This design comes from an exercise in tuning for a short achievable clock period and few clock cycles per item on the open sky130 flow, not from production work.
In this exercise RTL edits were held to simulation tests only and were not proved equivalent to the original.
Power and IR drop assume default switching activity.

$ cat design.v
`timescale 1ns/10ps
`default_nettype none
package rv_isa_pkg;
  localparam int XLEN = 32;
  typedef logic [XLEN-1:0] word_t;
  localparam int REG_AW = 5;
  typedef logic [REG_AW-1:0] reg_idx_t;
  localparam logic [6:0] OP_LOAD   = 7'b0000011;
  localparam logic [6:0] OP_STORE  = 7'b0100011;
  localparam logic [6:0] OP_BRANCH = 7'b1100011;
  localparam logic [6:0] OP_JALR   = 7'b1100111;
  localparam logic [6:0] OP_JAL    = 7'b1101111;
  localparam logic [6:0] OP_IMM    = 7'b0010011;
  localparam logic [6:0] OP_REG    = 7'b0110011;
  localparam logic [6:0] OP_SYSTEM = 7'b1110011;
  localparam logic [6:0] OP_AUIPC  = 7'b0010111;
  localparam logic [6:0] OP_LUI    = 7'b0110111;
  typedef struct packed {
    logic [6:0] funct7;
    reg_idx_t   rs2;
    reg_idx_t   rs1;
    logic [2:0] funct3;
    reg_idx_t   rd;
    logic [6:0] opcode;
  } r_fmt_t;
  typedef struct packed {
    logic [11:0] imm;
    reg_idx_t    rs1;
    logic [2:0]  funct3;
    reg_idx_t    rd;
    logic [6:0]  opcode;
  } i_fmt_t;
  typedef struct packed {
    logic [6:0] imm_hi;
    reg_idx_t   rs2;
    reg_idx_t   rs1;
    logic [2:0] funct3;
    logic [4:0] imm_lo;
    logic [6:0] opcode;
  } s_fmt_t;
  typedef struct packed {
    logic       imm_12;
    logic [5:0] imm_10_5;
    reg_idx_t   rs2;
    reg_idx_t   rs1;
    logic [2:0] funct3;
    logic [3:0] imm_4_1;
    logic       imm_11;
    logic [6:0] opcode;
  } b_fmt_t;
  typedef struct packed {
    logic [19:0] imm;
    reg_idx_t    rd;
    logic [6:0]  opcode;
  } u_fmt_t;
  typedef struct packed {
    logic       imm_20;
    logic [9:0] imm_10_1;
    logic       imm_11;
    logic [7:0] imm_19_12;
    reg_idx_t   rd;
    logic [6:0] opcode;
  } j_fmt_t;
  typedef union packed {
    r_fmt_t r_fmt;
    i_fmt_t i_fmt;
    s_fmt_t s_fmt;
    b_fmt_t b_fmt;
    u_fmt_t u_fmt;
    j_fmt_t j_fmt;
  } inst_t;
endpackage
`default_nettype wire
`timescale 1ns/10ps
`default_nettype none
package rv_ctrl_pkg;
  localparam int ALU_OP_W = 4;
  localparam logic [ALU_OP_W-1:0] ALU_ADD    = 4'd0;
  localparam logic [ALU_OP_W-1:0] ALU_SUB    = 4'd1;
  localparam logic [ALU_OP_W-1:0] ALU_AND    = 4'd2;
  localparam logic [ALU_OP_W-1:0] ALU_OR     = 4'd3;
  localparam logic [ALU_OP_W-1:0] ALU_XOR    = 4'd4;
  localparam logic [ALU_OP_W-1:0] ALU_SLL    = 4'd5;
  localparam logic [ALU_OP_W-1:0] ALU_SRL    = 4'd6;
  localparam logic [ALU_OP_W-1:0] ALU_SRA    = 4'd7;
  localparam logic [ALU_OP_W-1:0] ALU_SLT    = 4'd8;
  localparam logic [ALU_OP_W-1:0] ALU_SLTU   = 4'd9;
  localparam logic [ALU_OP_W-1:0] ALU_PASS_B = 4'd10;
  localparam logic [ALU_OP_W-1:0] ALU_LINK   = 4'd11;
  localparam int BR_OP_W = 3;
  localparam logic [BR_OP_W-1:0] BR_NONE = 3'd0;
  localparam logic [BR_OP_W-1:0] BR_EQ   = 3'd1;
  localparam logic [BR_OP_W-1:0] BR_NE   = 3'd2;
  localparam logic [BR_OP_W-1:0] BR_LT   = 3'd3;
  localparam logic [BR_OP_W-1:0] BR_GE   = 3'd4;
  localparam logic [BR_OP_W-1:0] BR_LTU  = 3'd5;
  localparam logic [BR_OP_W-1:0] BR_GEU  = 3'd6;
  localparam int FWD_W = 2;
  localparam logic [FWD_W-1:0] FWD_REG = 2'd0;
  localparam logic [FWD_W-1:0] FWD_MEM = 2'd1;
  localparam logic [FWD_W-1:0] FWD_WB  = 2'd2;
  localparam logic [31:0] NOP_WORD = 32'h0000_0013;
endpackage
`default_nettype wire
`timescale 1ns/10ps
`default_nettype none
module rv_regfile (
  input  logic                 clk,
  input  logic                 rst,
  input  rv_isa_pkg::reg_idx_t rs1,
  input  rv_isa_pkg::reg_idx_t rs2,
  input  rv_isa_pkg::reg_idx_t rd,
  input  rv_isa_pkg::word_t    rd_data,
  input  logic                 we,
  output rv_isa_pkg::word_t    rs1_data,
  output rv_isa_pkg::word_t    rs2_data
);
  rv_isa_pkg::word_t regs [1:2**rv_isa_pkg::REG_AW-1];
  function automatic rv_isa_pkg::word_t read_port(input rv_isa_pkg::reg_idx_t idx);
    if (idx == '0) begin
      read_port = '0;
    end else if (we && idx == rd) begin
      read_port = rd_data;
    end else begin
      read_port = regs[idx];
    end
  endfunction
  always_ff @(posedge clk) begin
    if (rst) begin
      for (int i = 1; i < 2**rv_isa_pkg::REG_AW; i++) begin
        regs[i] <= '0;
      end
    end else if (we) begin
      regs[rd] <= rd_data;
    end
  end
  always_comb begin
    rs1_data = read_port(rs1);
    rs2_data = read_port(rs2);
  end
endmodule
`default_nettype wire
`timescale 1ns/10ps
`default_nettype none
module rv_decoder (
  input  rv_isa_pkg::inst_t                inst,
  output rv_isa_pkg::reg_idx_t             rd,
  output rv_isa_pkg::reg_idx_t             rs1,
  output rv_isa_pkg::reg_idx_t             rs2,
  output rv_isa_pkg::word_t                imm,
  output logic [rv_ctrl_pkg::ALU_OP_W-1:0] alu_op,
  output logic [rv_ctrl_pkg::BR_OP_W-1:0]  br_op,
  output logic                             use_imm,
  output logic                             a_is_pc,
  output logic                             reg_we,
  output logic                             mem_rd,
  output logic                             mem_we,
  output logic                             is_jump,
  output logic                             is_jalr,
  output logic                             is_ecall
);
  logic [6:0] funct7;
  logic [2:0] funct3;
  logic       valid;
  function automatic logic [rv_ctrl_pkg::ALU_OP_W-1:0] alu_from_f3(input logic [2:0] f3, input logic alt);
    case (f3)
      3'b000:  alu_from_f3 = alt ? rv_ctrl_pkg::ALU_SUB : rv_ctrl_pkg::ALU_ADD;
      3'b001:  alu_from_f3 = rv_ctrl_pkg::ALU_SLL;
      3'b010:  alu_from_f3 = rv_ctrl_pkg::ALU_SLT;
      3'b011:  alu_from_f3 = rv_ctrl_pkg::ALU_SLTU;
      3'b100:  alu_from_f3 = rv_ctrl_pkg::ALU_XOR;
      3'b101:  alu_from_f3 = alt ? rv_ctrl_pkg::ALU_SRA : rv_ctrl_pkg::ALU_SRL;
      3'b110:  alu_from_f3 = rv_ctrl_pkg::ALU_OR;
      default: alu_from_f3 = rv_ctrl_pkg::ALU_AND;
    endcase
  endfunction
  assign funct7 = inst.r_fmt.funct7;
  assign funct3 = inst.r_fmt.funct3;
  always_comb begin
    rd       = inst.r_fmt.rd;
    rs1      = '0;
    rs2      = '0;
    imm      = '0;
    alu_op   = rv_ctrl_pkg::ALU_ADD;
    br_op    = rv_ctrl_pkg::BR_NONE;
    use_imm  = 1'b0;
    a_is_pc  = 1'b0;
    reg_we   = 1'b0;
    mem_rd   = 1'b0;
    mem_we   = 1'b0;
    is_jump  = 1'b0;
    is_jalr  = 1'b0;
    is_ecall = 1'b0;
    valid    = 1'b1;
    case (inst.r_fmt.opcode)
      rv_isa_pkg::OP_REG: begin
        rs1    = inst.r_fmt.rs1;
        rs2    = inst.r_fmt.rs2;
        reg_we = 1'b1;
        alu_op = alu_from_f3(funct3, funct7[5]);
        valid  = funct7 == 7'h00 ||
                 (funct7 == 7'h20 && (funct3 == 3'b000 || funct3 == 3'b101));
      end
      rv_isa_pkg::OP_IMM: begin
        rs1     = inst.i_fmt.rs1;
        imm     = {{20{inst.i_fmt.imm[11]}}, inst.i_fmt.imm};
        use_imm = 1'b1;
        reg_we  = 1'b1;
        alu_op  = alu_from_f3(funct3, funct3 == 3'b101 && funct7[5]);
        if (funct3 == 3'b001) begin
          valid = funct7 == 7'h00;
        end else if (funct3 == 3'b101) begin
          valid = funct7 == 7'h00 || funct7 == 7'h20;
        end
      end
      rv_isa_pkg::OP_LOAD: begin
        rs1     = inst.i_fmt.rs1;
        imm     = {{20{inst.i_fmt.imm[11]}}, inst.i_fmt.imm};
        use_imm = 1'b1;
        reg_we  = 1'b1;
        mem_rd  = 1'b1;
        valid   = funct3 == 3'b010;
      end
      rv_isa_pkg::OP_STORE: begin
        rs1     = inst.s_fmt.rs1;
        rs2     = inst.s_fmt.rs2;
        imm     = {{20{inst.s_fmt.imm_hi[6]}}, inst.s_fmt.imm_hi, inst.s_fmt.imm_lo};
        use_imm = 1'b1;
        mem_we  = 1'b1;
        valid   = funct3 == 3'b010;
      end
      rv_isa_pkg::OP_BRANCH: begin
        rs1 = inst.b_fmt.rs1;
        rs2 = inst.b_fmt.rs2;
        imm = {{19{inst.b_fmt.imm_12}}, inst.b_fmt.imm_12, inst.b_fmt.imm_11,
               inst.b_fmt.imm_10_5, inst.b_fmt.imm_4_1, 1'b0};
        case (funct3)
          3'b000:  br_op = rv_ctrl_pkg::BR_EQ;
          3'b001:  br_op = rv_ctrl_pkg::BR_NE;
          3'b100:  br_op = rv_ctrl_pkg::BR_LT;
          3'b101:  br_op = rv_ctrl_pkg::BR_GE;
          3'b110:  br_op = rv_ctrl_pkg::BR_LTU;
          3'b111:  br_op = rv_ctrl_pkg::BR_GEU;
          default: valid = 1'b0;
        endcase
      end
      rv_isa_pkg::OP_JAL: begin
        imm     = {{11{inst.j_fmt.imm_20}}, inst.j_fmt.imm_20, inst.j_fmt.imm_19_12,
                   inst.j_fmt.imm_11, inst.j_fmt.imm_10_1, 1'b0};
        alu_op  = rv_ctrl_pkg::ALU_LINK;
        a_is_pc = 1'b1;
        reg_we  = 1'b1;
        is_jump = 1'b1;
      end
      rv_isa_pkg::OP_JALR: begin
        rs1     = inst.i_fmt.rs1;
        imm     = {{20{inst.i_fmt.imm[11]}}, inst.i_fmt.imm};
        alu_op  = rv_ctrl_pkg::ALU_LINK;
        a_is_pc = 1'b1;
        reg_we  = 1'b1;
        is_jump = 1'b1;
        is_jalr = 1'b1;
        valid   = funct3 == 3'b000;
      end
      rv_isa_pkg::OP_LUI: begin
        imm     = {inst.u_fmt.imm, 12'h000};
        alu_op  = rv_ctrl_pkg::ALU_PASS_B;
        use_imm = 1'b1;
        reg_we  = 1'b1;
      end
      rv_isa_pkg::OP_AUIPC: begin
        imm     = {inst.u_fmt.imm, 12'h000};
        use_imm = 1'b1;
        a_is_pc = 1'b1;
        reg_we  = 1'b1;
      end
      rv_isa_pkg::OP_SYSTEM: begin
        is_ecall = inst == 32'h0000_0073;
        valid    = is_ecall;
      end
      default: valid = 1'b0;
    endcase
    if (!valid) begin
      rs1     = '0;
      rs2     = '0;
      br_op   = rv_ctrl_pkg::BR_NONE;
      reg_we  = 1'b0;
      mem_rd  = 1'b0;
      mem_we  = 1'b0;
      is_jump = 1'b0;
      is_jalr = 1'b0;
    end
    if (rd == '0) begin
      reg_we = 1'b0;
      mem_rd = 1'b0;
    end
  end
endmodule
`default_nettype wire
`timescale 1ns/10ps
`default_nettype none
module rv_add32 (
  input  logic [31:0] a,
  input  logic [31:0] b,
  input  logic        cin,
  output logic [31:0] s
);
  logic [31:0] g [6];
  logic [31:0] p [6];
  always_comb begin
    g[0] = a & b;
    p[0] = a ^ b;
    g[0][0] = (a[0] & b[0]) | ((a[0] ^ b[0]) & cin);
    for (int l = 0; l < 5; l++) begin
      for (int i = 0; i < 32; i++) begin
        if (i >= (1 << l)) begin
          g[l+1][i] = g[l][i] | (p[l][i] & g[l][i-(1<<l)]);
          p[l+1][i] = p[l][i] & p[l][i-(1<<l)];
        end else begin
          g[l+1][i] = g[l][i];
          p[l+1][i] = p[l][i];
        end
      end
    end
    s = (a ^ b) ^ {g[5][30:0], cin};
  end
endmodule
module rv_cmp32 (
  input  logic [31:0] a,
  input  logic [31:0] b,
  output logic        eq,
  output logic        lt,
  output logic        ltu
);
  logic [30:0] l [6];
  logic [30:0] e [6];
  always_comb begin
    l[0] = ~a[30:0] & b[30:0];
    e[0] = ~(a[30:0] ^ b[30:0]);
    for (int k = 0; k < 5; k++) begin
      for (int i = 0; i < 31; i++) begin
        if (i % (2 << k) == 0 && i + (1 << k) < 31) begin
          l[k+1][i] = l[k][i+(1<<k)] | (e[k][i+(1<<k)] & l[k][i]);
          e[k+1][i] = e[k][i+(1<<k)] & e[k][i];
        end else begin
          l[k+1][i] = l[k][i];
          e[k+1][i] = e[k][i];
        end
      end
    end
    eq  = (a[31] == b[31]) && e[5][0];
    ltu = (!a[31] && b[31]) || ((a[31] == b[31]) && l[5][0]);
    lt  = (a[31] && !b[31]) || ((a[31] == b[31]) && l[5][0]);
  end
endmodule
`default_nettype wire
`timescale 1ns/10ps
`default_nettype none
module rv_hazard (
  input  rv_isa_pkg::reg_idx_t          d_rs1,
  input  rv_isa_pkg::reg_idx_t          d_rs2,
  input  rv_isa_pkg::reg_idx_t          x_rs1,
  input  rv_isa_pkg::reg_idx_t          x_rs2,
  input  rv_isa_pkg::reg_idx_t          x_rd,
  input  rv_isa_pkg::reg_idx_t          m_rd,
  input  rv_isa_pkg::reg_idx_t          w_rd,
  input  logic                          x_mem_rd,
  input  logic                          m_reg_we,
  input  logic                          w_reg_we,
  input  logic                          redirect,
  output logic [rv_ctrl_pkg::FWD_W-1:0] fwd_a,
  output logic [rv_ctrl_pkg::FWD_W-1:0] fwd_b,
  output logic                          stall,
  output logic                          flush_d,
  output logic                          flush_x
);
  logic load_use;
  function automatic logic [rv_ctrl_pkg::FWD_W-1:0] fwd_sel(input rv_isa_pkg::reg_idx_t rs);
    if (m_reg_we && m_rd == rs) begin
      fwd_sel = rv_ctrl_pkg::FWD_MEM;
    end else if (w_reg_we && w_rd == rs) begin
      fwd_sel = rv_ctrl_pkg::FWD_WB;
    end else begin
      fwd_sel = rv_ctrl_pkg::FWD_REG;
    end
  endfunction
  always_comb begin
    fwd_a    = fwd_sel(x_rs1);
    fwd_b    = fwd_sel(x_rs2);
    load_use = x_mem_rd && (x_rd == d_rs1 || x_rd == d_rs2);
    stall    = load_use && !redirect;
    flush_d  = redirect;
    flush_x  = redirect || load_use;
  end
endmodule
`default_nettype wire
`timescale 1ns/10ps
`default_nettype none
module rv_core #(
  parameter rv_isa_pkg::word_t RESET_PC = 32'h0000_0100
) (
  input  logic              clk,
  input  logic              rst,
  output rv_isa_pkg::word_t imem_addr,
  input  rv_isa_pkg::word_t imem_data,
  output rv_isa_pkg::word_t dmem_addr,
  output rv_isa_pkg::word_t dmem_wdata,
  output logic              dmem_we,
  input  rv_isa_pkg::word_t dmem_rdata,
  output logic              halt,
  output rv_isa_pkg::word_t trace_pc,
  output rv_isa_pkg::word_t trace_inst
);
  localparam logic [6:0] OP_LOAD   = 7'b0000011;
  localparam logic [6:0] OP_STORE  = 7'b0100011;
  localparam logic [6:0] OP_BRANCH = 7'b1100011;
  localparam logic [6:0] OP_JALR   = 7'b1100111;
  localparam logic [6:0] OP_JAL    = 7'b1101111;
  localparam logic [6:0] OP_IMM    = 7'b0010011;
  localparam logic [6:0] OP_REG    = 7'b0110011;
  localparam logic [6:0] OP_AUIPC  = 7'b0010111;
  localparam logic [6:0] OP_LUI    = 7'b0110111;
  localparam int R_ADD = 0;
  localparam int R_SUB = 1;
  localparam int R_AND = 2;
  localparam int R_OR  = 3;
  localparam int R_XOR = 4;
  localparam int R_SLL = 5;
  localparam int R_SRL = 6;
  localparam int R_SLT = 7;
  localparam int R_SLTU = 8;
  localparam int R_ALT = 9;
  localparam int R_W   = 10;
  logic        x_redirect;
  logic [31:0] x_redirect_pc;
  logic        stall;
  logic [31:0] pc;
  logic [31:0] f_inst;
  logic        f_is_jal;
  logic        f_is_br;
  logic        f_take;
  logic [31:0] f_imm;
  logic [31:0] f_tgt;
  logic [31:0] pc_next;
  assign imem_addr = pc;
  assign f_inst    = imem_data;
  localparam int BP_AW = 5;
  localparam int BP_N  = 2**BP_AW;
  localparam int JP_AW = 3;
  localparam int JP_N  = 2**JP_AW;
  logic [2:0]  bt_cnt  [BP_N];
  logic [2:0]  bt_trip [BP_N];
  logic        bt_tv   [BP_N];
  logic        bt_back [BP_N];
  logic [1:0]  bt_ctr  [BP_N];
  logic        bt_cv   [BP_N];
  logic        jt_v    [JP_N];
  logic [31:1] jt_tgt  [JP_N];
  logic [BP_AW-1:0] f_bidx;
  logic [JP_AW-1:0] f_jidx;
  logic        f_is_jalr;
  logic        f_br_take;
  logic [31:0] f_ptgt;
  assign f_bidx = pc[BP_AW+1:2];
  assign f_jidx = pc[JP_AW+1:2];
  localparam int LV_N = 8;
  logic        lv_v   [LV_N];
  logic [1:0]  lv_tag [LV_N];
  logic [31:1] lv_val [LV_N];
  logic [4:0]  f_rs1;
  logic        f_lv_hit;
  assign f_rs1    = f_inst[19:15];
  assign f_lv_hit = lv_v[f_rs1[2:0]] && lv_tag[f_rs1[2:0]] == f_rs1[4:3] &&
                    f_inst[31:20] == 12'd0;
  assign f_ptgt   = f_lv_hit ? {lv_val[f_rs1[2:0]], 1'b0} : {jt_tgt[f_jidx], 1'b0};
  always_comb begin
    f_is_jal  = f_inst[6:0] == OP_JAL;
    f_is_br   = f_inst[6:0] == OP_BRANCH && f_inst[14:13] != 2'b01;
    f_is_jalr = f_inst[6:0] == OP_JALR && f_inst[14:12] == 3'b000;
    if (f_inst[31])
      f_br_take = bt_back[f_bidx];
    else if (bt_cv[f_bidx])
      f_br_take = bt_ctr[f_bidx][1];
    else
      f_br_take = f_inst[14:12] == 3'b001 || f_inst[14:12] == 3'b101;
    f_take = f_is_jal || (f_is_br && f_br_take) || (f_is_jalr && (f_lv_hit || jt_v[f_jidx]));
    if (f_inst[2])
      f_imm = {{12{f_inst[31]}}, f_inst[19:12], f_inst[20], f_inst[30:21], 1'b0};
    else
      f_imm = {{20{f_inst[31]}}, f_inst[7], f_inst[30:25], f_inst[11:8], 1'b0};
    f_tgt = f_is_jalr ? f_ptgt : pc + f_imm;
  end
  always_comb begin
    if (x_redirect)  pc_next = x_redirect_pc;
    else if (stall)  pc_next = pc;
    else if (f_take) pc_next = f_tgt;
    else             pc_next = pc + 32'd4;
  end
  always_ff @(posedge clk) begin
    if (rst) pc <= RESET_PC;
    else     pc <= pc_next;
  end
  logic        d_valid;
  logic [31:0] d_pc;
  logic [31:0] d_inst;
  logic        d_pred;
  logic [31:1] d_ptgt;
  always_ff @(posedge clk) begin
    if (rst || x_redirect) begin
      d_valid <= 1'b0;
    end else if (!stall) begin
      d_valid <= 1'b1;
    end
  end
  always_ff @(posedge clk) begin
    if (!stall) begin
      d_pc   <= pc;
      d_inst <= f_inst;
      d_pred <= f_take;
      d_ptgt <= f_ptgt[31:1];
    end
  end
  logic [6:0]  d_op;
  logic [2:0]  d_f3;
  logic [6:0]  d_f7;
  logic [4:0]  d_rd;
  logic [4:0]  d_rs1;
  logic [4:0]  d_rs2;
  logic        d_ok;
  logic        d_use1;
  logic        d_use2;
  logic        d_use_imm;
  logic        d_we;
  logic        d_load;
  logic        d_store;
  logic        d_is_br;
  logic        d_is_jalr;
  logic        d_ecall;
  logic [31:0] d_imm;
  logic [R_W-1:0] d_rsel;
  logic [1:0]  d_alt_sel;    
  logic [31:0] d_target;
  logic [31:0] d_pc4;
  logic [31:0] d_alt;
  assign d_op  = d_inst[6:0];
  assign d_f3  = d_inst[14:12];
  assign d_f7  = d_inst[31:25];
  assign d_rd  = d_inst[11:7];
  always_comb begin
    d_ok      = 1'b0;
    d_use1    = 1'b0;
    d_use2    = 1'b0;
    d_use_imm = 1'b0;
    d_we      = 1'b0;
    d_load    = 1'b0;
    d_store   = 1'b0;
    d_is_br   = 1'b0;
    d_is_jalr = 1'b0;
    d_ecall   = 1'b0;
    d_imm     = {{20{d_inst[31]}}, d_inst[31:20]};
    d_rsel    = '0;
    d_alt_sel = 2'd0;
    case (d_op)
      OP_REG: begin
        d_ok   = d_f7 == 7'h00 || (d_f7 == 7'h20 && (d_f3 == 3'b000 || d_f3 == 3'b101));
        d_use1 = 1'b1;
        d_use2 = 1'b1;
        d_we   = 1'b1;
      end
      OP_IMM: begin
        d_ok      = d_f3 == 3'b001 ? d_f7 == 7'h00 :
                    d_f3 == 3'b101 ? (d_f7 == 7'h00 || d_f7 == 7'h20) : 1'b1;
        d_use1    = 1'b1;
        d_use_imm = 1'b1;
        d_we      = 1'b1;
      end
      OP_LOAD: begin
        d_ok      = d_f3 == 3'b010;
        d_use1    = 1'b1;
        d_use_imm = 1'b1;
        d_we      = 1'b1;
        d_load    = 1'b1;
      end
      OP_STORE: begin
        d_ok      = d_f3 == 3'b010;
        d_use1    = 1'b1;
        d_use2    = 1'b1;
        d_use_imm = 1'b1;
        d_store   = 1'b1;
        d_imm     = {{20{d_inst[31]}}, d_inst[31:25], d_inst[11:7]};
      end
      OP_BRANCH: begin
        d_ok    = d_f3[2:1] != 2'b01;
        d_use1  = 1'b1;
        d_use2  = 1'b1;
        d_is_br = 1'b1;
        d_imm   = {{20{d_inst[31]}}, d_inst[7], d_inst[30:25], d_inst[11:8], 1'b0};
      end
      OP_JAL: begin
        d_ok      = 1'b1;
        d_we      = 1'b1;
        d_imm     = {{12{d_inst[31]}}, d_inst[19:12], d_inst[20], d_inst[30:21], 1'b0};
        d_alt_sel = 2'd2;
      end
      OP_JALR: begin
        d_ok      = d_f3 == 3'b000;
        d_use1    = 1'b1;
        d_use_imm = 1'b1;
        d_we      = 1'b1;
        d_is_jalr = 1'b1;
        d_alt_sel = 2'd2;
      end
      OP_LUI: begin
        d_ok      = 1'b1;
        d_we      = 1'b1;
        d_imm     = {d_inst[31:12], 12'h000};
        d_alt_sel = 2'd0;
      end
      OP_AUIPC: begin
        d_ok      = 1'b1;
        d_we      = 1'b1;
        d_imm     = {d_inst[31:12], 12'h000};
        d_alt_sel = 2'd1;
      end
      default: begin
        d_ok    = 1'b0;
        d_ecall = d_inst == 32'h0000_0073;
      end
    endcase
    if (d_op == OP_REG || d_op == OP_IMM) begin
      case (d_f3)
        3'b000: d_rsel[(d_op == OP_REG && d_f7[5]) ? R_SUB : R_ADD] = 1'b1;
        3'b001: d_rsel[R_SLL]  = 1'b1;
        3'b010: d_rsel[R_SLT]  = 1'b1;
        3'b011: d_rsel[R_SLTU] = 1'b1;
        3'b100: d_rsel[R_XOR]  = 1'b1;
        3'b101: d_rsel[R_SRL]  = 1'b1;
        3'b110: d_rsel[R_OR]   = 1'b1;
        default: d_rsel[R_AND] = 1'b1;
      endcase
    end else if (d_op == OP_LUI || d_op == OP_AUIPC || d_op == OP_JAL || d_op == OP_JALR) begin
      d_rsel[R_ALT] = 1'b1;
    end else begin
      d_rsel[R_ADD] = 1'b1;
    end
    if (!d_ok || !d_valid) begin
      d_use1    = 1'b0;
      d_use2    = 1'b0;
      d_we      = 1'b0;
      d_load    = 1'b0;
      d_store   = 1'b0;
      d_is_br   = 1'b0;
      d_is_jalr = 1'b0;
    end
    if (!d_valid) d_ecall = 1'b0;
    if (d_rd == 5'd0) begin
      d_we   = 1'b0;
      d_load = 1'b0;
    end
  end
  assign d_rs1 = d_use1 ? d_inst[19:15] : 5'd0;
  assign d_rs2 = d_use2 ? d_inst[24:20] : 5'd0;
  assign d_target = d_pc + d_imm;
  assign d_pc4    = d_pc + 32'd4;
  always_comb begin
    case (d_alt_sel)
      2'd1:    d_alt = d_target;
      2'd2:    d_alt = d_pc4;
      default: d_alt = d_imm;
    endcase
  end
  logic [4:0]  w_rd;
  logic [31:0] w_data;
  logic        w_we;
  logic [31:0] rf1;
  logic [31:0] rf2;
  rv_regfile i_rv_regfile (
    .clk      (clk),
    .rst      (rst),
    .rs1      (d_rs1),
    .rs2      (d_rs2),
    .rd       (w_rd),
    .rd_data  (w_data),
    .we       (w_we),
    .rs1_data (rf1),
    .rs2_data (rf2)
  );
  logic [31:0] m_result;
  logic [4:0]  m_rd;
  logic        m_we;
  logic        m_load;
  logic [31:0] m_wbval;
  logic [31:0] d_op1;
  logic [31:0] d_op2;
  logic        x_we;
  logic        x_load;
  logic [4:0]  x_rd;
  assign m_wbval = m_load ? dmem_rdata : m_result;
  assign d_op1   = (m_we && m_rd == d_rs1) ? m_wbval : rf1;
  assign d_op2   = (m_we && m_rd == d_rs2) ? m_wbval : rf2;
  logic d_fwd1;
  logic d_fwd2;
  assign d_fwd1 = x_we && x_rd == d_rs1;
  assign d_fwd2 = x_we && x_rd == d_rs2;
  logic       stall_q;
  logic [6:0] f_op;
  logic       f_use1;
  logic       f_use2;
  assign f_op   = f_inst[6:0];
  assign f_use1 = f_op == OP_REG || f_op == OP_IMM || f_op == OP_LOAD || f_op == OP_STORE ||
                  f_op == OP_BRANCH || f_op == OP_JALR;
  assign f_use2 = f_op == OP_REG || f_op == OP_STORE || f_op == OP_BRANCH;
  always_ff @(posedge clk) begin
    if (rst) stall_q <= 1'b0;
    else     stall_q <= !stall && !x_redirect && d_load &&
                        ((f_use1 && f_inst[19:15] == d_rd) || (f_use2 && f_inst[24:20] == d_rd));
  end
  assign stall = stall_q;
  logic        x_valid;
  logic        x_store;
  logic        x_is_br;
  logic        x_is_jalr;
  logic        x_ecall;
  logic        x_pred;
  logic [31:1] x_ptgt;
  logic [2:0]  x_f3;
  logic [31:0] x_pc;
  logic [31:0] x_inst;
  logic [31:0] x_a;
  logic [31:0] x_b;
  logic [31:0] x_sd;
  logic        x_fa;
  logic        x_fb;
  logic        x_fsd;
  logic [31:0] x_alt;
  logic [31:0] x_target;
  logic [31:0] x_pc4;
  logic [R_W-1:0] x_rsel;
  logic        x_sra;
  logic        x_sub;
  logic [2:0]  x_bsel;
  logic        x_binv;
  logic [31:0] x_rpc;
  logic        d_sub;
  assign d_sub = d_op == OP_REG && d_f3 == 3'b000 && d_f7[5];
  logic d_kill;
  assign d_kill = !d_valid || stall || x_redirect;
  always_ff @(posedge clk) begin
    if (rst || d_kill) begin
      x_valid   <= 1'b0;
      x_we      <= 1'b0;
      x_load    <= 1'b0;
      x_store   <= 1'b0;
      x_is_br   <= 1'b0;
      x_is_jalr <= 1'b0;
      x_ecall   <= 1'b0;
    end else begin
      x_valid   <= 1'b1;
      x_we      <= d_we;
      x_load    <= d_load;
      x_store   <= d_store;
      x_is_br   <= d_is_br;
      x_is_jalr <= d_is_jalr;
      x_ecall   <= d_ecall;
    end
  end
  always_ff @(posedge clk) begin
    x_pred   <= d_pred;
    x_ptgt   <= d_ptgt;
    x_f3     <= d_f3;
    x_pc     <= d_pc;
    x_inst   <= d_inst;
    x_rd     <= d_rd;
    x_a      <= d_op1;
    x_b      <= d_use_imm ? d_imm : (d_sub ? ~d_op2 : d_op2);
    x_sd     <= d_op2;
    x_fa     <= d_fwd1;
    x_fb     <= d_fwd2 && !d_use_imm;
    x_fsd    <= d_fwd2;
    x_alt    <= d_alt;
    x_target <= d_target;
    x_pc4    <= d_pc4;
    x_rsel   <= d_rsel;
    x_sra    <= d_f7[5];
    x_sub    <= d_sub;
    x_bsel   <= {d_f3[2] & d_f3[1], d_f3[2] & !d_f3[1], !d_f3[2]};
    x_binv   <= d_f3[0] ^ d_pred;
    x_rpc    <= d_ecall ? d_pc : (d_pred ? d_pc4 : d_target);
  end
  logic [31:0] a;
  logic [31:0] b;
  logic [31:0] sd;
  logic [31:0] mb;
  logic [31:0] sum00, sum10, sum01, sum11;
  logic [31:0] sum;
  logic        eq00, eq10, eq01;
  logic        lt00, lt10, lt01;
  logic        ltu00, ltu10, ltu01;
  logic        eq;
  logic        lt;
  logic        ltu;
  logic        cond_raw;
  logic        x_mispredict;
  logic [31:0] shl;
  logic [31:0] shr;
  logic [31:0] x_result;
  assign a  = x_fa  ? m_result : x_a;
  assign b  = x_fb  ? m_result : x_b;
  assign sd = x_fsd ? m_result : x_sd;
  assign mb = x_sub ? ~m_result : m_result;
  rv_add32 i_add00 (.a(x_a),      .b(x_b), .cin(x_sub), .s(sum00));
  rv_add32 i_add10 (.a(m_result), .b(x_b), .cin(x_sub), .s(sum10));
  rv_add32 i_add01 (.a(x_a),      .b(mb),  .cin(x_sub), .s(sum01));
  rv_add32 i_add11 (.a(m_result), .b(mb),  .cin(x_sub), .s(sum11));
  always_comb begin
    case ({x_fa, x_fb})
      2'b00:   sum = sum00;
      2'b10:   sum = sum10;
      2'b01:   sum = sum01;
      default: sum = sum11;
    endcase
  end
  rv_cmp32 i_cmp00 (.a(x_a),      .b(x_b),      .eq(eq00), .lt(lt00), .ltu(ltu00));
  rv_cmp32 i_cmp10 (.a(m_result), .b(x_b),      .eq(eq10), .lt(lt10), .ltu(ltu10));
  rv_cmp32 i_cmp01 (.a(x_a),      .b(m_result), .eq(eq01), .lt(lt01), .ltu(ltu01));
  always_comb begin
    case ({x_fa, x_fb})
      2'b00:   begin eq = eq00; lt = lt00; ltu = ltu00; end
      2'b10:   begin eq = eq10; lt = lt10; ltu = ltu10; end
      2'b01:   begin eq = eq01; lt = lt01; ltu = ltu01; end
      default: begin eq = 1'b1; lt = 1'b0; ltu = 1'b0; end
    endcase
  end
  assign shl = a << b[4:0];
  assign shr = $signed({x_sra & a[31], a}) >>> b[4:0];
  always_comb begin
    x_result = '0;
    if (x_rsel[R_ADD] || x_rsel[R_SUB]) x_result = x_result | sum;
    if (x_rsel[R_AND])  x_result = x_result | (a & b);
    if (x_rsel[R_OR])   x_result = x_result | (a | b);
    if (x_rsel[R_XOR])  x_result = x_result | (a ^ b);
    if (x_rsel[R_SLL])  x_result = x_result | shl;
    if (x_rsel[R_SRL])  x_result = x_result | shr;
    if (x_rsel[R_SLT])  x_result = x_result | {31'd0, lt};
    if (x_rsel[R_SLTU]) x_result = x_result | {31'd0, ltu};
    if (x_rsel[R_ALT])  x_result = x_result | x_alt;
  end
  assign cond_raw = (x_bsel[0] & eq) | (x_bsel[1] & lt) | (x_bsel[2] & ltu);
  function automatic logic jalr_check(input logic [31:0] ra, input logic [31:0] rb,
                                      input logic [31:1] pt);
    logic [31:1] jk;
    logic [30:1] jco;
    jk  = ra[31:1] ^ rb[31:1] ^ pt;
    jco = (ra[30:1] & rb[30:1]) | ((ra[30:1] ^ rb[30:1]) & jk[30:1]);
    jalr_check = (jk[1] == (ra[0] & rb[0])) && (jco == jk[31:2]);
  endfunction
  logic jalr_ok;
  logic jalr_ok_x;
  logic jalr_ok_m;
  assign jalr_ok_x = jalr_check(x_a, x_b, x_ptgt);
  assign jalr_ok_m = jalr_check(m_result, x_b, x_ptgt);
  assign jalr_ok   = x_fa ? jalr_ok_m : jalr_ok_x;
  assign x_mispredict = x_is_br && (cond_raw ^ x_binv);
  assign x_redirect   = x_ecall || (x_is_jalr && !(x_pred && jalr_ok)) || x_mispredict;
  assign x_redirect_pc = x_is_jalr ? {sum[31:1], 1'b0} : x_rpc;
  logic x_link;
  assign x_link = x_rsel[R_ALT] && (x_inst[6:0] == OP_JAL || x_inst[6:0] == OP_JALR);
  always_ff @(posedge clk) begin
    if (rst) begin
      for (int i = 0; i < LV_N; i++) lv_v[i] <= 1'b0;
    end else if (x_we) begin
      if (x_link)
        lv_v[x_rd[2:0]] <= 1'b1;
      else if (lv_tag[x_rd[2:0]] == x_rd[4:3])
        lv_v[x_rd[2:0]] <= 1'b0;
    end
  end
  always_ff @(posedge clk) begin
    if (x_we && x_link) begin
      lv_tag[x_rd[2:0]] <= x_rd[4:3];
      lv_val[x_rd[2:0]] <= x_pc4[31:1];
    end
  end
  logic             m_bu;
  logic             m_back;
  logic             m_taken;
  logic [BP_AW-1:0] m_bidx;
  logic             m_ju;
  logic [JP_AW-1:0] m_jidx;
  logic [31:1]      m_jtgt;
  always_ff @(posedge clk) begin
    if (rst) begin
      m_bu <= 1'b0;
      m_ju <= 1'b0;
    end else begin
      m_bu <= x_is_br;
      m_ju <= x_is_jalr;
    end
  end
  logic             w_bu;
  logic             w_back;
  logic [BP_AW-1:0] w_bidx;
  logic [2:0]       w_cnt;
  logic [2:0]       w_trip;
  logic             w_tv;
  logic             w_bk;
  logic [1:0]       w_ctr;
  logic [BP_AW-1:0] x_bidx;
  logic             xw_hit;
  logic [2:0]       m_cnt;
  logic [2:0]       m_trip;
  logic             m_tv;
  logic [1:0]       m_ctr;
  assign x_bidx = x_pc[BP_AW+1:2];
  assign xw_hit = w_bu && w_bidx == x_bidx;
  always_ff @(posedge clk) begin
    m_back  <= x_inst[31];
    m_taken <= cond_raw ^ x_f3[0];
    m_bidx  <= x_bidx;
    m_jidx  <= x_pc[JP_AW+1:2];
    m_jtgt  <= sum[31:1];
    m_cnt   <= (xw_hit && w_back) ? w_cnt  : bt_cnt[x_bidx];
    m_trip  <= (xw_hit && w_back) ? w_trip : bt_trip[x_bidx];
    m_tv    <= (xw_hit && w_back) ? w_tv   : bt_tv[x_bidx];
    m_ctr   <= (xw_hit && !w_back) ? w_ctr :
               bt_cv[x_bidx] ? bt_ctr[x_bidx] :
               (x_f3 == 3'b001 || x_f3 == 3'b101) ? 2'd2 : 2'd1;
  end
  logic       mw_hit;
  logic [2:0] u_cnt;
  logic [2:0] u_trip;
  logic       u_tv;
  logic [1:0] u_ctr;
  logic [2:0] n_cnt;
  logic [2:0] n_trip;
  logic       n_tv;
  logic [1:0] n_ctr;
  logic       n_back;
  assign mw_hit = w_bu && w_bidx == m_bidx;
  assign u_cnt  = (mw_hit && w_back) ? w_cnt  : m_cnt;
  assign u_trip = (mw_hit && w_back) ? w_trip : m_trip;
  assign u_tv   = (mw_hit && w_back) ? w_tv   : m_tv;
  assign u_ctr  = (mw_hit && !w_back) ? w_ctr : m_ctr;
  always_comb begin
    n_cnt  = u_cnt;
    n_trip = u_trip;
    n_tv   = u_tv;
    if (m_taken) begin
      if (u_cnt != 3'd7) n_cnt = u_cnt + 3'd1;
      else               n_tv  = 1'b0;
    end else begin
      n_cnt  = 3'd0;
      n_trip = u_cnt + 3'd1;
      n_tv   = u_cnt != 3'd7;
    end
    n_back = !n_tv || ({1'b0, n_cnt} + 4'd1 < {1'b0, n_trip});
    if (m_taken) n_ctr = u_ctr == 2'd3 ? 2'd3 : u_ctr + 2'd1;
    else         n_ctr = u_ctr == 2'd0 ? 2'd0 : u_ctr - 2'd1;
  end
  always_ff @(posedge clk) begin
    if (rst) w_bu <= 1'b0;
    else     w_bu <= m_bu;
  end
  always_ff @(posedge clk) begin
    w_back <= m_back;
    w_bidx <= m_bidx;
    w_cnt  <= n_cnt;
    w_trip <= n_trip;
    w_tv   <= n_tv;
    w_bk   <= n_back;
    w_ctr  <= n_ctr;
  end
  always_ff @(posedge clk) begin
    if (rst) begin
      for (int i = 0; i < BP_N; i++) begin
        bt_cnt[i]  <= 3'd0;
        bt_tv[i]   <= 1'b0;
        bt_back[i] <= 1'b1;
        bt_cv[i]   <= 1'b0;
      end
    end else if (w_bu) begin
      if (w_back) begin
        bt_cnt[w_bidx]  <= w_cnt;
        bt_tv[w_bidx]   <= w_tv;
        bt_back[w_bidx] <= w_bk;
      end else begin
        bt_cv[w_bidx]   <= 1'b1;
      end
    end
  end
  always_ff @(posedge clk) begin
    if (w_bu && w_back)  bt_trip[w_bidx] <= w_trip;
    if (w_bu && !w_back) bt_ctr[w_bidx]  <= w_ctr;
  end
  always_ff @(posedge clk) begin
    if (rst) begin
      for (int i = 0; i < JP_N; i++) jt_v[i] <= 1'b0;
    end else if (m_ju) begin
      jt_v[m_jidx] <= 1'b1;
    end
  end
  always_ff @(posedge clk) begin
    if (m_ju) jt_tgt[m_jidx] <= m_jtgt;
  end
  logic        m_valid;
  logic        m_store;
  logic        m_ecall;
  logic [31:0] m_pc;
  logic [31:0] m_inst;
  logic [31:0] m_sd;
  always_ff @(posedge clk) begin
    if (rst) begin
      m_valid <= 1'b0;
      m_we    <= 1'b0;
      m_load  <= 1'b0;
      m_store <= 1'b0;
      m_ecall <= 1'b0;
    end else begin
      m_valid <= x_valid;
      m_we    <= x_we;
      m_load  <= x_load;
      m_store <= x_store;
      m_ecall <= x_ecall;
    end
  end
  always_ff @(posedge clk) begin
    m_result <= x_result;
    m_sd     <= sd;
    m_rd     <= x_rd;
    m_pc     <= x_pc;
    m_inst   <= x_inst;
  end
  assign dmem_addr  = m_result;
  assign dmem_wdata = m_sd;
  assign dmem_we    = m_store;
  logic [31:0] w_pc;
  logic [31:0] w_inst;
  logic        w_ecall;
  always_ff @(posedge clk) begin
    if (rst) begin
      w_pc    <= '0;
      w_we    <= 1'b0;
      w_ecall <= 1'b0;
    end else begin
      w_pc    <= m_valid ? m_pc : 32'd0;
      w_we    <= m_we;
      w_ecall <= m_ecall;
    end
  end
  always_ff @(posedge clk) begin
    w_data <= m_wbval;
    w_rd   <= m_rd;
    w_inst <= m_inst;
  end
  assign halt       = w_ecall;
  assign trace_pc   = w_pc;
  assign trace_inst = w_inst;
endmodule
`default_nettype wire
$ cat constraint.sdc
create_clock -name core_clock -period 8.0 [get_ports {clk}]
set_input_delay 1.6000 -clock core_clock [delete_from_list [all_inputs] [get_ports {clk}]]
set_output_delay 1.6000 -clock core_clock [all_outputs]
set_load 0.01 [all_outputs]
$ cat run.sh
#!/bin/bash
# synth_recipe.tcl (not shown) runs the flow's synth.tcl, then flattens the netlist and writes it again
# the make line also repeats each setting of config.mk as NAME=value (left out here)
make -C /OpenROAD-flow-scripts/flow DESIGN_CONFIG=/design/flow/config.mk WORK_HOME=/design/flow/orfs CLKGATE_MAP_FILE= SYNTH_SCRIPT=/design/flow/synth_recipe.tcl finish
$ cat config.mk
export PLATFORM = sky130hd
export DESIGN_NAME = rv_core
export DESIGN_NICKNAME = rv_core
export VERILOG_FILES = /design/flow/design.v
export SDC_FILE = /design/flow/constraint.sdc
export NUM_CORES = 4
export LEC_CHECK = 0
export ABC_CLOCK_PERIOD_IN_PS = 3000
export CAP_MARGIN = 20
export CORE_MARGIN = 2
export CORE_UTILIZATION = 40
export SETUP_SLACK_MARGIN = 5
export SLEW_MARGIN = 20
==> summary.txt <==
Outcome
  – Status: finished clean

STA
  – Least-Margin Pin Slew: 1.37 ns
  – Period utilisation layout: 57.2%
  – Slew Limit Fails: 0
  – TNS Setup: 0 ns
  – RSZ-0062 raised after global routing: true
  – F_max: 0.219 GHz
  – Final Hold Fails: 0
  – Final clock skew: 0.0820 ns
  – Tmin final: 4.57 ns
  – Worst relative slew slack: 8.71%
  – Setup violators final: 0

Detailed routing
  – Routed len/inst: 36.2 µm
  – DR pass1 iterations: 7
  – DRT antenna net count: 0
  – Starting DRT DRC Count: 16.6k
  – WL final: 638,000 µm
  – DRC: 0
  – Vias: 113k
  – Vias per inst: 6.42

Die
  – Height of the die: 587 µm
  – Total Die Area: 345,000 µm²
  – Starting density of the core: 40.1%
  – Die W: 587 µm
  – Rows: 214
  – Placeable Area: 339,000 µm²
  – Ports: 228

Finish
  – FF/Latch Area: 72,700 µm²
  – Commonest cells after routing, fill and taps aside: 1,928 x edfxtp_1, 1,212 x and2_1, 831 x buf_4
  – FILL cells: 28.1k
  – Area Overhead vs Synth: 32.0%
  – Commonest non-fill, non-tap cell in the layout: edfxtp_1
  – Fraction of layout cells with a size suffix above 1: 32.8%
  – Net count, final: 13.3k
  – Area occupied by multi-input gates: 70,900 µm²

Power and ir drop
  – Internal: 24.2 mW
  – Logic pwr share: 8.8%
  – Lkg Pwr: 67.9 nW
  – Peak supply drop: 0.202 mV
  – Seq pwr share: 47.6%
  – Net Sw Frac: 25.4%
  – Total power draw: 32.5 mW
  – Switching power: 8.23 mW
  – Clock Power Share: 43.6%
  – Pwr Density: 181 nW/µm²

Global route
  – Antenna violations before repair: 52
  – First-pass GRT wire length: 864,000 µm
  – Number of global-route vias before repair: 108k
  – GR Overflow Total: 0
  – Largest net degree at the start of global routing: 118
  – Total GRT Usage: 35.4%

Critical path
  – Critical Path Slowest Stage Cell: edfxtp_1
  – Crit path buffers/inverters: 4
  – Critical Path RT: 8.82 ns
  – R2r worst-path depth: 16
  – Delay-heaviest family, CP: simple AND/OR/NAND/NOR gates
  – Startpoint types: register
  – CP Depth: 16
  – Worst Path Max Fanout: 5
  – WS Path Type: register to register
  – Crit path cell chain: nand4bb_4 -> or3_4 -> o311ai_4 -> buf_6 -> o311ai_4 -> buf_12 -> or3_4 -> buf_12 -> bufbuf_16 -> a211oi_4 -> a221oi_2 -> nand3_4 -> o21ai_4 -> a221o_1 -> mux2i_1 -> nand2_1
  – Slowest stage delay, CP: 0.51 ns
  – Data arrival time of the worst path: 5.39 ns
  – Setup crit end kind: register

Min path
  – Hold depth: 0
  – Worst min path class: register to register

Placement
  – Dpl hpwl: 383,000 µm
  – GPL Wtd Cong: 0.997
  – Port bufs: 227

Logic synthesis
  – Cells after Synth: 11.8k
  – Syn_area_per_cell: 11.6 µm²
  – Synth warn: 8
  – FFs w/ async S/R, synth: 0%
  – Yosys cell types: 101
  – Post-synthesis net count: 12.2k
  – Synthesized cell area: 136,000 µm²
  – Seq/Total Area, Yosys: 53.0%
  – Number of flops mapped to enable cells by yosys: 1,928
  – Number of register bits inferred by synthesis: 2,637
  – Top FF cell, synth: edfxtp_1

Clocking
  – Total CTS buffers: 300
  – Clock transition at the registers of the reported paths: 0.06 ns
  – Worst-Skew Late Latency: 1.00 ns
  – CTS tree: yes
  – H-tree depth: 5
  – Root cell of the clock tree: clkbuf_16
  – Clk buf depth: 4
  – TritonCTS Sinks: 2,637

Run
  – Max_cap viols: 0
[cell type report]
type | count | share of cell area, %
sequential | 2637 | 40.4
multi-input combinational | 7899 | 39.5
timing repair buffer | 1655 | 10.5
clock buffer | 391 | 4.59
tap | 4536 | 3.16
clock inverter | 161 | 0.947
inverter | 327 | 0.751
timing repair inverter | 5 | 0.0411
antenna | 24 | 0.0334
[final timing paths]
path                                          start         endpoint  slack (ns)
worst max-delay path            d_inst[2]$_DFFE_PN_  x_b[15]$_DFF_P_        3.43
worst min-delay path                x_pc[9]$_DFF_P_  m_pc[9]$_DFF_P_        0.31
worst max register to register  d_inst[2]$_DFFE_PN_  x_b[15]$_DFF_P_        3.43
worst min register to register      x_pc[9]$_DFF_P_  m_pc[9]$_DFF_P_        0.31
[sequential cells by signal (all words and copies together) (netlist names), 64 cells and up, named ones only]
register	count
bt_cnt	96
bt_ctr	64
bt_trip	96
i_rv_regfile.regs	1024
jt_tgt	248
lv_val	248
[kinds of logic (layout without fill, tap and decap cells)]
logic type / after synthesis / after routing / synth area share, %
buffers and inverters: 1231 / 2539 / 3.52
AOI/OAI and AO/OA: 2448 / 2449 / 12.3
muxes: 1178 / 1178 / 11.4
other: 0 / 24 / 0
xor gates and xnor gates: 344 / 344 / 2.21
adders and majority gates: 434 / 434 / 4.36
DFF: 2637 / 2637 / 53.0
and+or+nand+nor: 3479 / 3494 / 13.3
[power groups by stage]
stage | registers (mW) | logic, mW | clock network (mW)
final | 15.5 | 2.86 | 14.2
after floorplan | 15.5 | 1.43 | 0
after CTS | 15.4 | 2.67 | 14.2
after global routing | 15.5 | 2.96 | 14.7
after detailed placement | 15.8 | 2.23 | 0
after global placement | 15.8 | 2.21 | 0
[synthesized netlist by cell type, drive strengths merged (43+ instances only)]
| cell | instances | area, µm² |
|---|---|---|
| o211ai | 57 | 428 |
| nor2 | 587 | 2210 |
| clkbuf | 745 | 2800 |
| o21ai | 551 | 2770 |
| edfxtp | 1928 | 57900 |
| a21o | 78 | 586 |
| nand3 | 199 | 996 |
| inv | 323 | 1210 |
| a21oi | 441 | 2210 |
| ha | 364 | 4550 |
| a22oi | 59 | 443 |
| xnor2 | 214 | 1870 |
| and2 | 1222 | 7640 |
| a221oi | 360 | 3150 |
| nor4 | 68 | 438 |
| and3 | 87 | 544 |
| a221o | 54 | 541 |
| nor2b | 121 | 757 |
| mux2 | 132 | 1490 |
| buf | 159 | 758 |
| nand4 | 68 | 425 |
| a31oi | 113 | 707 |
| xor2 | 130 | 1140 |
| mux4 | 279 | 6280 |
| dfxtp | 709 | 14200 |
| a211oi | 228 | 1710 |
| o22ai | 97 | 607 |
| nor3 | 157 | 801 |
| o21a | 43 | 323 |
| nand2 | 802 | 3020 |
| fa | 67 | 1340 |
| mux2i | 767 | 7680 |
[per-stage QoR]
stage	area [µm²]	instances	utilization, %	setup slack (ns)	hold slack, ns
4_1_cts	174000	17300	51.2	3.49	0.295
2_1_floorplan	140000	11800	-	3.17	0.310
3_5_place_dp	146000	15900	43.0	1.69	0.312
6_report	180000	17600	52.9	3.43	0.306
5_1_grt	180000	17600	52.9	3.31	0.302
3_3_place_gp	146000	15900	43.0	1.57	0.310
[what timing repair did]
action | in CTS | in global routing
pin swaps | 567 | 449
hold buffers | 0 | 0
gates cloned | 90 | 17
endpoints found under the setup margin | 1800 | 509
buffers inserted | 785 | 250
resized for setup | 2782 | 701
[layer usage]
layer / vias up / GRT usage (%) / part of all wire [%]
met4: 26 / 25.5 / 8.8
li1: 46000 / - / -
met5: - / 0 / 0.026
met1: 56500 / 44.8 / 36
met2: 8467 / 51.6 / 42
met3: 2169 / 10.5 / 13
Testbench counts, summed over its fixed seeds: cycles 173,934, instrs 157,230.

==> static timing again, ports no longer ideal <==
The results above use ideal ports. As a check the final layout listed here was re-extracted and re-timed, cells and wires unchanged. Step 1, drivers: a clkbuf_16 drives clk and a buf_2 each remaining input, both assumed. Step 2, shift: input delay + t, output delay - t, t = (earliest + latest rising clock arrival at the registers) / 2. This alone moves slack from input paths to output paths. Three values: ideal ports, drivers, drivers and shift; two values: the first two.
t (ns): 1.058
slack for setup (ns): 3.427 / 3.427 / 2.637
worst register clock-pin slew, ns: 0.07 / 0.07
worst data-port slew with drivers (ns): 0.30
After both steps this run still meets setup and hold. For this run, drivers alone change the setup slack by 0.000 ns; drivers and shift together by -0.790 ns.
